From an optimization exercise on the open Yosys and OpenROAD flow, aimed at small area; shortcuts taken in it are not production practice. In this exercise RTL edits were held to simulation tests only and were not proved equivalent to the original. Power figures rest on the tool's default switching activity, not on a simulated workload.

Setup of oak:
==> flow/design.v <==
`default_nettype none
`timescale 1ns/1ps
module aoi222 (
	input  wire  a0,
	input  wire  b0,
	input  wire  a1,
	input  wire  b1,
	input  wire  a2,
	input  wire  b2,
	output logic y
);
	assign y = ~((a0 & b0) | (a1 & b1) | (a2 & b2));
endmodule
module aoi22 (
	input  wire  a0,
	input  wire  b0,
	input  wire  a1,
	input  wire  b1,
	output logic y
);
	assign y = ~((a0 & b0) | (a1 & b1));
endmodule
`default_nettype wire
`default_nettype none
`timescale 1ns/1ps
module vga_timing (
	input  wire [9:0] draw_x,
	input  wire [9:0] draw_y,
	output logic      vis1,
	output logic      top1,
	output logic      hs,
	output logic      vs,
	output logic      blank
);
	logic x0;
	assign x0 = (draw_x == 10'd0);
	assign vis1 = (draw_x != 10'd0) && (draw_x <= 10'd640) && (draw_y < 10'd480);
	assign top1 = x0 ? ((draw_y != 10'd0) && (draw_y <= 10'd240)) : (draw_y < 10'd240);
	assign blank = (draw_x >= 10'd2) && (draw_x < 10'd642) && (draw_y < 10'd480);
	assign hs    = !((draw_x >= 10'd658) && (draw_x < 10'd754));
	assign vs    = (draw_x >= 10'd2) ? !((draw_y == 10'd490) || (draw_y == 10'd491))
	                                 : !((draw_y == 10'd491) || (draw_y == 10'd492));
endmodule
`default_nettype wire
`default_nettype none
`timescale 1ns/1ps
module object_scanner (
	input  wire [9:0]   draw_x,
	input  wire [9:0]   draw_y,
	input  wire [255:0] objects,
	output logic [3:0]  idx_next
);
	function automatic logic in_span(
		input logic [9:0] p,
		input logic [9:0] o,
		input logic [1:0] k
	);
		logic [10:0] b;
		logic [9:0]  x;
		logic [9:0]  z;
		b[0] = 1'b0;
		for (int i = 0; i < 3; i++) begin
			x[i]   = p[i] ^ o[i];
			z[i]   = 1'b0;
			b[i+1] = o[i] ? (~p[i] | b[i]) : (~p[i] & b[i]);
		end
		for (int i = 3; i < 10; i++) begin
			x[i]   = p[i] ^ o[i];
			z[i]   = (x[i] == b[i]);
			b[i+1] = (~p[i] & o[i]) | (~x[i] & b[i]);
		end
		in_span = !b[10] && ((z[9:3] | (7'b0000111 >> (2'd3 - k))) == 7'h7f);
	endfunction
	function automatic logic obj_covers(
		input logic [31:0] obj,
		input logic [9:0]  px,
		input logic [9:0]  py
	);
		obj_covers = (obj[31:26] != 6'd0) && (obj[5:2] != 4'd15) &&
			in_span(px, obj[25:16], obj[27:26]) && in_span(py, obj[15:6], obj[27:26]);
	endfunction
	always_comb begin
		idx_next = 4'd15;
		for (int i = 7; i >= 0; i--) begin
			if (obj_covers(objects[i*32 +: 32], draw_x, draw_y)) idx_next = objects[i*32 + 2 +: 4];
		end
	end
endmodule
`default_nettype wire
`default_nettype none
`timescale 1ns/1ps
module onehot_or #(
	parameter int N = 17
) (
	input  wire [N-1:0] sel,
	input  wire [N-1:0] d,
	output logic        y
);
	localparam int G = (N + 2) / 3;
	logic [G-1:0] t;
	for (genvar g = 0; g < G; g++) begin : g_grp
		if (3*g + 2 < N) begin : g3
			aoi222 u (.a0(sel[3*g]), .b0(d[3*g]), .a1(sel[3*g+1]), .b1(d[3*g+1]),
				.a2(sel[3*g+2]), .b2(d[3*g+2]), .y(t[g]));
		end else if (3*g + 1 < N) begin : g2
			aoi22 u (.a0(sel[3*g]), .b0(d[3*g]), .a1(sel[3*g+1]), .b1(d[3*g+1]), .y(t[g]));
		end else begin : g1
			assign t[g] = ~(sel[3*g] & d[3*g]);
		end
	end
	assign y = ~&t;
endmodule
`default_nettype wire
`default_nettype none
`timescale 1ns/1ps
module sprite_display_top (
	input  wire         CLK,
	input  wire         RESET,
	input  wire         avl_cs,
	input  wire         avl_read,
	input  wire         avl_write,
	input  wire [3:0]   avl_byte_en,
	input  wire [8:0]   avl_addr,
	input  wire [31:0]  avl_writedata,
	output logic [31:0] readdata,
	output logic [3:0]  red,
	output logic [3:0]  green,
	output logic [3:0]  blue,
	output logic        hs,
	output logic        vs,
	output logic        blank,
	output logic        pixel_clk
);
	logic [3:0]   widx;
	logic [31:0]  words [16];
	logic [255:0] objects;
	logic [255:0] palette;
	assign widx = {avl_addr[8], avl_addr[2:0]};
	logic [31:0] wdata;
	logic [15:0] wsel;
	logic [3:0]  lsel;
	assign wdata = avl_writedata & {32{~RESET}};
	assign lsel  = avl_byte_en | {4{RESET}};
	for (genvar w = 0; w < 16; w++) begin : g_word
		assign wsel[w] = RESET | (avl_cs & avl_write & (widx == w));
		for (genvar b = 0; b < 4; b++) begin : g_lane
			always_ff @(posedge CLK) begin
				if (wsel[w] & lsel[b]) words[w][b*8 +: 8] <= wdata[b*8 +: 8];
			end
		end
		if (w < 8) begin : g_obj
			assign objects[w*32 +: 32] = words[w];
		end else begin : g_pal
			assign palette[(w-8)*32 +: 32] = words[w];
		end
	end
	logic [16:0] rsel;
	logic [31:0] rd_next;
	always_comb begin
		for (int w = 0; w < 16; w++) begin
			rsel[w] = ~RESET & avl_cs & avl_read & (widx == w);
		end
		rsel[16] = ~RESET & ~(avl_cs & avl_read);
	end
	for (genvar i = 0; i < 32; i++) begin : g_rd
		logic [16:0] d;
		for (genvar w = 0; w < 16; w++) begin : g_w
			assign d[w] = words[w][i];
		end
		assign d[16] = readdata[i];
		onehot_or #(.N(17)) u_or (.sel(rsel), .d(d), .y(rd_next[i]));
	end
	always_ff @(posedge CLK) begin
		readdata <= rd_next;
	end
	logic       pix_phase;
	logic [9:0] draw_x;
	logic [9:0] draw_y;
	assign pixel_clk = pix_phase;
	logic line_end;
	assign line_end = pix_phase & (draw_x == 10'd799);
	always_ff @(posedge CLK) begin
		if (RESET | line_end) begin
			{draw_x, pix_phase} <= '0;
		end else begin
			{draw_x, pix_phase} <= {draw_x, pix_phase} + 11'd1;
		end
	end
	always_ff @(posedge CLK) begin
		if (RESET) begin
			draw_y <= '0;
		end else if (line_end) begin
			if (draw_y == 10'd524) draw_y <= '0;
			else draw_y <= draw_y + 1'b1;
		end
	end
	logic vis1;
	logic top1;
	vga_timing i_vga_timing (
		.draw_x(draw_x),
		.draw_y(draw_y),
		.vis1  (vis1),
		.top1  (top1),
		.hs    (hs),
		.vs    (vs),
		.blank (blank)
	);
	logic [3:0] idx_next;
	logic [3:0] idx;
	object_scanner i_scanner (
		.draw_x  (draw_x),
		.draw_y  (draw_y),
		.objects (objects),
		.idx_next(idx_next)
	);
	always_ff @(posedge CLK) begin
		if (pix_phase) idx <= idx_next;
	end
	logic [15:0] csel;
	logic        load;
	logic [11:0] rgb;
	logic [11:0] rgb_next;
	assign load = ~RESET & pix_phase & vis1;
	always_comb begin
		for (int j = 0; j < 15; j++) begin
			csel[j] = load & ((idx == j) ||
				(j == 7 && idx == 4'd15 && top1) || (j == 3 && idx == 4'd15 && !top1));
		end
		csel[15] = ~RESET & ~pix_phase;
	end
	for (genvar i = 0; i < 12; i++) begin : g_rgb
		logic [15:0] d;
		for (genvar j = 0; j < 15; j++) begin : g_j
			assign d[j] = palette[(j/2)*32 + ((j % 2 == 1) ? 13 : 1) + i];
		end
		assign d[15] = rgb[i];
		onehot_or #(.N(16)) u_or (.sel(csel), .d(d), .y(rgb_next[i]));
	end
	always_ff @(posedge CLK) begin
		rgb <= rgb_next;
	end
	assign red   = rgb[11:8];
	assign green = rgb[7:4];
	assign blue  = rgb[3:0];
endmodule
`default_nettype wire
export LEC_CHECK = 0
export CAP_MARGIN = 20
export CORE_MARGIN = 2
export CORE_UTILIZATION = 40
export PLACE_DENSITY = 0.6
export SLEW_MARGIN = 20
export SYNTH_HIERARCHICAL = 1
create_clock -name core_clock -period 8.0 [get_ports {CLK}]
standard.sh (not shown) runs the stock make flow with config.mk's settings and CLKGATE_MAP_FILE= SYNTH_SCRIPT=/design/flow/synth_recipe.tcl, a recipe that flattens the netlist after the stock synthesis.
==> flow/flow/run.sh <==
#!/bin/bash
# the standard layout, with an area-oriented abc mapping script (registers untouched),
# single-drive port buffers and a smaller clock tree
set -euo pipefail
here=$(pwd)
export FLOW_SYNTH_TCL=$here/synth_recipe.tcl
export MY_ABC_SCRIPT=$here/flow/area.abc
bash standard.sh \
  "SYNTH_SCRIPT=$here/flow/my_synth.tcl" \
  "BUFFER_PORTS_ARGS=-buffer_cell sky130_fd_sc_hd__buf_1" \
  "CTS_ARGS=-sink_clustering_enable -repair_clock_nets -buf_list sky130_fd_sc_hd__clkbuf_16 -sink_clustering_size 25 -sink_clustering_max_diameter 200 -dont_use_dummy_load" \
  finish > standard.log 2>&1
==> flow/flow/area.abc <==
&get -n
&st
&dch
&nf -R 1000 -E 20
&st
&syn2
&if -g -K 6
&synch2
&nf -R 1000 -E 20
&st
&syn2
&if -g -K 6
&synch2
&nf -R 1000 -E 20
&put
==> flow/flow/my_synth.tcl <==
# The standard flow's synthesis script, with ORFS's abc call given this folder's abc script
set f [open $::env(FLOW_SYNTH_TCL)]; set my_txt [read $f]; close $f
set f [open $::env(SCRIPTS_DIR)/synth.tcl]; set synth_txt [read $f]; close $f
set synth_txt [string map [list {log_cmd abc {*}$abc_args} "lset abc_args 1 $::env(MY_ABC_SCRIPT); log_cmd abc {*}\$abc_args"] $synth_txt]
set my_txt [string map [list {source $::env(SCRIPTS_DIR)/synth.tcl} $synth_txt] $my_txt]
eval $my_txt
diff inputs: oak => pine
--- a/flow/design.v
+++ b/flow/design.v
@@ -57,16 +57,11 @@
 	);
 		logic [10:0] b;
 		logic [9:0]  x;
 		logic [9:0]  z;
 		b[0] = 1'b0;
-		for (int i = 0; i < 3; i++) begin
-			x[i]   = p[i] ^ o[i];
-			z[i]   = 1'b0;
-			b[i+1] = o[i] ? (~p[i] | b[i]) : (~p[i] & b[i]);
-		end
-		for (int i = 3; i < 10; i++) begin
+		for (int i = 0; i < 10; i++) begin
 			x[i]   = p[i] ^ o[i];
 			z[i]   = (x[i] == b[i]);
 			b[i+1] = (~p[i] & o[i]) | (~x[i] & b[i]);
 		end
 		in_span = !b[10] && ((z[9:3] | (7'b0000111 >> (2'd3 - k))) == 7'h7f);
### Flow results
Complex-gate fraction of the synthesized area was lower in oak than in pine. Taking oak as the reference, in pine total power stayed essentially flat, sequential share of cell area stayed essentially flat, per-instance average area after synthesis rose by 1.0%, count of placed standard cells in the final layout, fillers left out fell by about 0.7%. Per the comparison of pine with oak, placed wire-length estimate after detailed placement decreased by 1700 µm relative to the old numbers, biggest cell delay along the critical path decreased by 0.15 ns relative to the old numbers, clock period minus worst slack increased by 0.59 ns relative to the old numbers, wire length decreased by about 5.4% relative to the old numbers. [compare] base=oak new=pine: per-cell routed wire length -4.8%, proportion of power drawn by combinational gates ~0 delta, worst hold slack +0.011 ns.

-- separate check: timing with driven ports --
How much do the figures lean on ideal ports? The routed layouts below were timed once more, with nothing changed but the port constraints. Step 1 assumes that a clkbuf_16 drives the clock port and a buf_2 every other input. Step 2, shift: input delay + t, output delay - t, t = (earliest + latest rising clock arrival at the registers) / 2. This alone moves slack from input paths to output paths. a / b / c = ideal ports / drivers / drivers and shift; a / b = the first two.
run | t (ns) | slack for setup (ns) | worst register clock-pin slew, ns
oak | 0.660 | 2.046 / 2.046 / 2.046 | 0.11 / 0.11
pine | 0.646 | 1.456 / 1.456 / 1.456 | 0.11 / 0.11
After both steps every run listed still meets setup and hold.
